This is an optimization exercise on Yosys and OpenROAD, whose aim is small area and a short achievable clock period, not a production implementation.
RTL that was checked went through simulation tests only; none was proved equivalent to the original.
Only the layout flow was run in run 2; the RTL was not checked for function there.
Power is estimated from default activity; no workload was simulated.

## flow/design.v (module list and top-level ports; edited modules follow where they fit)
// module conv3x3_pe: 636 lines
// module csa_fa: 10 lines
module conv3x3_pe #(
    parameter int SHIFT = 4,
    parameter int ACC_W = 21
) (
    input  logic         clk,
    input  logic         rst,
    input  logic [7:0]   p00,
    input  logic [7:0]   p01,
    input  logic [7:0]   p02,
    input  logic [7:0]   p10,
    input  logic [7:0]   p11,
    input  logic [7:0]   p12,
    input  logic [7:0]   p20,
    input  logic [7:0]   p21,
    input  logic [7:0]   p22,
    input  logic         window_valid,
    input  logic         w_load,
    input  logic [3:0]   w_idx,
    input  logic [7:0]   w_data,
    output logic [7:0]   out_pixel,
    output logic         out_valid,
    output logic [15:0]  out_count
);
  // ...
==> flow/flow/run.sh <==
#!/bin/bash
# Own flow: the standard layout (standard.sh: the standard synthesis and
# ORFS steps, unchanged), except that the port buffers buffer_ports inserts
# during global placement are plain buf_1 cells instead of the default pick.
set -euo pipefail
export BUFFER_PORTS_ARGS="-buffer_cell sky130_fd_sc_hd__buf_1"
bash standard.sh > standard_flow.log 2>&1
==> flow/standard.sh <==
#!/bin/bash
# synth_recipe.tcl (not shown) runs the flow's synth.tcl, then flattens the netlist and writes it again
# the make line also repeats each setting of config.mk as NAME=value (left out here)
make -C /OpenROAD-flow-scripts/flow DESIGN_CONFIG=/design/flow/config.mk WORK_HOME=/design/flow/orfs CLKGATE_MAP_FILE= SYNTH_SCRIPT=/design/flow/synth_recipe.tcl "${@:-finish}"
==> flow/config.mk <==
export PLATFORM = sky130hd
export DESIGN_NAME = conv3x3_pe
export DESIGN_NICKNAME = conv3x3_pe
export VERILOG_FILES = /design/flow/design.v
export SDC_FILE = /design/flow/constraint.sdc
export NUM_CORES = 4
export LEC_CHECK = 0
export ABC_CLOCK_PERIOD_IN_PS = 2000
export CAP_MARGIN = 20
export CORE_MARGIN = 2
export CORE_UTILIZATION = 55
export CTS_CLUSTER_DIAMETER = 130
export CTS_CLUSTER_SIZE = 24
export PLACE_DENSITY = 0.7
export SETUP_SLACK_MARGIN = 2.3
export SLEW_MARGIN = 20
export SYNTH_HIERARCHICAL = 1
export SYNTH_MINIMUM_KEEP_SIZE = 0
==> flow/constraint.sdc <==
create_clock -name core_clock -period 5.5 [get_ports {clk}]
set_input_delay 1.1000 -clock core_clock [delete_from_list [all_inputs] [get_ports {clk}]]
set_output_delay 1.1000 -clock core_clock [all_outputs]
set_load 0.01 [all_outputs]
==> impl_metrics.env, run 1 <==
export IMPL_power_frac_comb_pct=19.9
export IMPL_die_width_um=211
export IMPL_seq_area_share_pct=27.9
export IMPL_drive_above_1_share_pct=11.5
export IMPL_yosysMostFrequentCell="fa_1"
export IMPL_crit_start="px_q[4][3]$_DFF_P_"
export IMPL_worst_path_max_fanout=8
export IMPL_synth_edf_count=0
export IMPL_p_clk_w=0.00148
export IMPL_synth_seq_cells=338
export IMPL_first_iter_violations=1778
export IMPL_numCtsBuffers=18
export IMPL_worstSetupPathType="reg -> reg"
export IMPL_p_seq_w=0.00272
export IMPL_clkCellAreaFrac_pct=2.01
export IMPL_min_period_ps=3190
export IMPL_synth_area_sq_um=23500
export IMPL_via_per_inst=6.06
export IMPL_reg_largest_list="kb_q: 108 flops, r2_q: 87 flops, px_q: 72 flops"
export IMPL_dp_slack_ps=1930
export IMPL_portBuffers=112
export IMPL_status="timing/DRC/antenna clean"
export IMPL_postSynthAreaPerCell_sq_um=10.9
export IMPL_final_common_cell="fa_1"
export IMPL_r2r_cells=6
export IMPL_highest_layer="met4"
export IMPL_inverters=59
export IMPL_clk_pin_slew_ps=100
export IMPL_met1_length_um=29500
export IMPL_grt_util_met3_pct=4.13
export IMPL_swShare_pct=30.0
export IMPL_rsz0062_at_grt="yes"
export IMPL_finalSetupViolCount=0
export IMPL_ir_drop_mv=0.262
==> run 2: changes to the inputs <==
--- a/flow/design.v
+++ b/flow/design.v
@@ -106,26 +106,25 @@
             b1 = wd_q[2*m+1];
             b0 = wd_q[2*m];
             bm = (m == 0) ? 1'b0 : wd_q[2*m-1];
             wenc[3*m]   = b0 ^ bm;
             wenc[3*m+1] = (b1 & ~b0 & ~bm) | (~b1 & b0 & bm);
             wenc[3*m+2] = b1 & ~(b0 & bm);
         end
     end
+    logic [11:0] wenc_r, wenc_r4;
+    logic [7:0]  wd_r;
+    assign wenc_r  = rst ? 12'h000 : wenc;
+    assign wenc_r4 = rst ? 12'h040 : wenc;
+    assign wd_r    = rst ? 8'h00 : wd_q;
     always_ff @(posedge clk) begin
-        if (rst) begin
-            for (int i = 0; i < 9; i++) kb_q[i] <= '0;
-            kb_q[4] <= 12'h040;
-            bias_q  <= '0;
-        end else begin
-            for (int i = 0; i < 9; i++)
-                if (wl_q && wi_q == 4'(i)) kb_q[i] <= wenc;
-            if (wl_q && wi_q == 4'd9) bias_q <= wd_q;
-        end
+        for (int i = 0; i < 9; i++)
+            if (rst || (wl_q && wi_q == 4'(i))) kb_q[i] <= (i == 4) ? wenc_r4 : wenc_r;
+        if (rst || (wl_q && wi_q == 4'd9)) bias_q <= wd_r;
     end
     csa_fa u_t1 (.a(kb_q[0][2]), .b(kb_q[1][2]), .c(kb_q[2][2]), .s(t1), .co(t2));
     csa_fa u_t3 (.a(kb_q[3][2]), .b(kb_q[4][2]), .c(kb_q[5][2]), .s(t3), .co(t4));
     csa_fa u_t5 (.a(kb_q[6][2]), .b(kb_q[7][2]), .c(kb_q[8][2]), .s(t5), .co(t6));
     csa_fa u_t7 (.a(bias_q[0]), .b((((kb_q[0][0] & px_q[0][0])) ^ kb_q[0][2])), .c((((kb_q[1][0] & px_q[1][0])) ^ kb_q[1][2])), .s(t7), .co(t8));
     csa_fa u_t9 (.a((((kb_q[2][0] & px_q[2][0])) ^ kb_q[2][2])), .b((((kb_q[3][0] & px_q[3][0])) ^ kb_q[3][2])), .c((((kb_q[4][0] & px_q[4][0])) ^ kb_q[4][2])), .s(t9), .co(t10));
     csa_fa u_t11 (.a((((kb_q[5][0] & px_q[5][0])) ^ kb_q[5][2])), .b((((kb_q[6][0] & px_q[6][0])) ^ kb_q[6][2])), .c((((kb_q[7][0] & px_q[7][0])) ^ kb_q[7][2])), .s(t11), .co(t12));
     csa_fa u_t13 (.a((((kb_q[8][0] & px_q[8][0])) ^ kb_q[8][2])), .b(t1), .c(t3), .s(t13), .co(t14));
==> run 2 against run 1 <==
Effect of this change:
- worst hold slack improved by 10 ps
- critical path type unchanged
- global-route usage barely moved
- highest routed layer unchanged
- still clean
- combinational power rose to 11 times the previous value
- flip-flop and latch count did not move
- sequential share of layout area rose by 3.1 points
- die area fell by 1.3%
==> impl_metrics.env, run 2 <==
export IMPL_portBuffers=112
export IMPL_clk_insertion_delay_late_ps=560
export IMPL_fin_setup_tns_ps=0
export IMPL_synth_warnings=11
export IMPL_reg_largest_list="kb_q: 108 flops, r2_q: 87 flops, px_q: 72 flops"
export IMPL_hpwl_um=57100
export IMPL_skew_ps=24.7
export IMPL_nets=2409
export IMPL_die_area_sq_um=43900
export IMPL_relSlewSlack_pct=20.4
export IMPL_leakagePower_nw=9.32
export IMPL_drc=0
export IMPL_crit_chain="buf_12 > fa_2 > fa_2 > fa_2 > fa_1 > fa_1"
export IMPL_cts_root_buffer="clkbuf_16"
export IMPL_status="timing/DRC/antenna clean"
export IMPL_drtPass1Iterations=5
export IMPL_grt_pass1_wl_um=103000
export IMPL_ys_types=41
export IMPL_place_congestion=0.974
export IMPL_syn_to_final_growth_pct=11.0
export IMPL_synth_area_leaders="fa_1, dfxtp_1, edfxtp_1"
export IMPL_num_vias=14600
export IMPL_synthCells=1869
export IMPL_rows=75
export IMPL_final_common_cell="xnor2_1"
export IMPL_crit_path_start_kind="flop"
export IMPL_synthAdderAreaFrac_pct=33.9
export IMPL_rsz0062_at_grt="yes"
export IMPL_synth_ff_type="dfxtp_1"
export IMPL_top_register="kb_q"
export IMPL_layout_common_cells="xnor2_1, fa_1, a22oi_1"
export IMPL_start_util_pct=55.5
export IMPL_yosysTopAreaCell="fa_1"
export IMPL_synth_seq_cells=338
export IMPL_io_pins=113
export IMPL_cpMostUsedCell="fa_2"
export IMPL_required_ps=5940
export IMPL_slew_viol_final=0
export IMPL_slowest_delay_ps=630
export IMPL_grt_pass1_vias=15000
export IMPL_drive_above_1_share_pct=15.4
export IMPL_grt_max_degree=51
export IMPL_finalSetupViolCount=0
export IMPL_hold_violations=0
export IMPL_synthSimpleGateAreaFrac_pct=3.89
export IMPL_seqCellArea_sq_um=7980
export IMPL_clk_pin_slew_ps=110
export IMPL_fin_cells=2468
export IMPL_max_freq_ghz=0.306
export IMPL_min_period_ps=3270
export IMPL_gr_total_overflow=0
export IMPL_ir_drop_mv=0.895
export IMPL_maxCapViolCount=0
export IMPL_fill_cells=3372
export IMPL_crit_family="adder cells"
export IMPL_finalCritPeriodShare_pct=59.4
export IMPL_wl_per_cell_um=28.9
export IMPL_holdWs_ps=450
export IMPL_numCtsBuffers=18
export IMPL_power_density_nw_per_um2=662
export IMPL_cpMaxStageDelayCell="fa_2"
export IMPL_postSynthAreaPerCell_sq_um=12.4
export IMPL_antenna_found_initial=1
export IMPL_core_area_sq_um=41900
export IMPL_synth_edf_count=116
export IMPL_n_antenna_cell=0
export IMPL_h_tree_depth=1
export IMPL_synth_top_family_by_area="adder cells"
export IMPL_multi_input_area_sq_um=14900
export IMPL_totalWireLength_um=71300
export IMPL_synth_top_area_share_pct=32.8
export IMPL_hp_class="reg -> reg"
export IMPL_clock_sinks=338
export IMPL_async_reset_ff_share_pct=0
export IMPL_ant_nets=0
export IMPL_first_iter_violations=1596
export IMPL_largest_reg_flops=108
export IMPL_cp_buffers_inverters=1
export IMPL_cts_tree="yes"
export IMPL_dp_cells=2335
export IMPL_grt_usage_pct=33.1
export IMPL_cp_arrival_ps=3710
export IMPL_dieHeight_um=209
export IMPL_synth_xor_area_share_pct=13.3
export IMPL_muxShareOfSynthArea_pct=1.25
export IMPL_worst_pin_slew_ps=1190
export IMPL_synth_area_sq_um=23200
export IMPL_cts_hold_buf=0
export IMPL_die_width_um=209
export IMPL_synthTopCellsByCount="fa_1, xnor2_1, a22oi_1, dfxtp_1, clkbuf_1"
export IMPL_worst_path_max_fanout=8
export IMPL_via_per_inst=5.93
export IMPL_worstSetupPathType="reg -> reg"
export IMPL_end_kind="flop"
export IMPL_synth_compound_area_share_pct=9.31
export IMPL_yosysMostFrequentCell="fa_1"
export IMPL_cts_buffer_depth=3
export IMPL_yosysSeqAreaShare_pct=34.1
[run 2: changes by cell type after synthesis, moves of 5 or more]
cell      change
buf_2         -5
nor2b_1      +21
mux2i_1      -44
buf_1        -42
edfxtp_1    +116
nand2_1      -90
a211oi_1     -24
a21oi_1      -46
dfxtp_1     -116
clkbuf_2      +6
clkbuf_1      +7
nor2_1       -72
[run 2: per-stage QoR]
stage                     setup WS [ps]  util, %  power [W]  cell area (sq um)
after detailed placement           1790     56.5     0.0139              23700
after CTS                          2290     60.1     0.0163              25200
after global placement             1800     56.5     0.0135              23700
after floorplan                    2280        -     0.0105              23300
after global routing               2210     61.6     0.0185              25800
final                              2230     61.6     0.0171              25800
[run 2: worst register-to-register path, stage by stage (launching register included)]
cell,delay (ps)
edfxtp_1,430
buf_12,170
fa_2,630
fa_2,490
fa_2,550
fa_1,420
fa_1,470
[run 2: kinds of logic (layout without fill, tap and decap cells)]
group / count (synthesis) / after routing
and+or+nand+nor: 200 / 200
adders and majority gates: 402 / 402
DFF: 338 / 338
xor gates and xnor gates: 352 / 352
buffers and inverters: 255 / 312
other: 1 / 4
AOI/OAI and AO/OA: 292 / 292
muxes: 29 / 29
[run 2: repair_timing]
item,CTS,global route
buffers inserted,76,26
endpoints found under the setup margin,83,44
pin swaps,20,30
gates cloned,0,1
resized for setup,65,111
[run 2: layout make-up]
type	instances	share of cell area (%)
Sequential cell	338	31.0
Multi-Input combinational cell	1279	57.7
Tap cell	539	2.62
Clock inverter	3	0.170
Clock buffer	27	1.88
Inverter	59	0.859
Timing Repair Buffer	223	5.78
[run 2: path summary, 6_finish.rpt]
path	from	to	slack [ps]	depth (start not counted)
max reg2reg	kb_q[2][11]$_DFFE_PP_	r2_q[24]$_DFF_P_	2230	6
min reg2reg	v1_q$_SDFF_PP0_	v2_q$_SDFF_PP0_	450	1
max	kb_q[2][11]$_DFFE_PP_	r2_q[24]$_DFF_P_	2230	6
min	v1_q$_SDFF_PP0_	v2_q$_SDFF_PP0_	450	1
[run 2: modules after synthesis, one instance, submodules excluded]
| module | cells inside | flip-flops and latches |
|---|---|---|
| conv3x3_pe | 1489 | 338 |
| csa_fa | 1 | 0 |
[run 2: where the power goes]
group,total (W),switching [W],internal (W)
clock,0.00148,0.000849,0.000631
combinational,0.0119,0.00616,0.00577
sequential,0.00366,0.000452,0.00321
total,0.0171,0.00746,0.00961
[run 2: metal layers]
metal  wire length [um]  GRT usage, %  up-vias
met3               5990          4.88      117
met2              32800          52.6      671
met5                  0             0        -
li1                   -             -     6232
met1              28800          45.9     7626
met4               3710          14.6        0

-- afterwards: timing with drivers on the ports --
Ports are ideal in the flow. The routed layouts listed here were re-timed in OpenROAD. Step 1: set_driving_cell puts a clkbuf_16 on clk and a buf_2 on each other input, an assumption about the parent block. Step 2 times the ports against the registers' clock, not the clock port: input delays grow and output delays shrink by t, the midpoint of the rising clock arrivals with the driver on. a / b / c = ideal ports / drivers / drivers and shift; a / b = the first two.
| run | t (ns) | slack for setup (ns) | worst setup path after step 2 |
|---|---|---|---|
| run 1 | 0.593 | 2.312 / 2.264 / 2.312 | register to register |
| run 2 | 0.601 | 2.231 / 2.231 / 2.231 | register to register |
After both steps setup and hold are still met in every run listed.
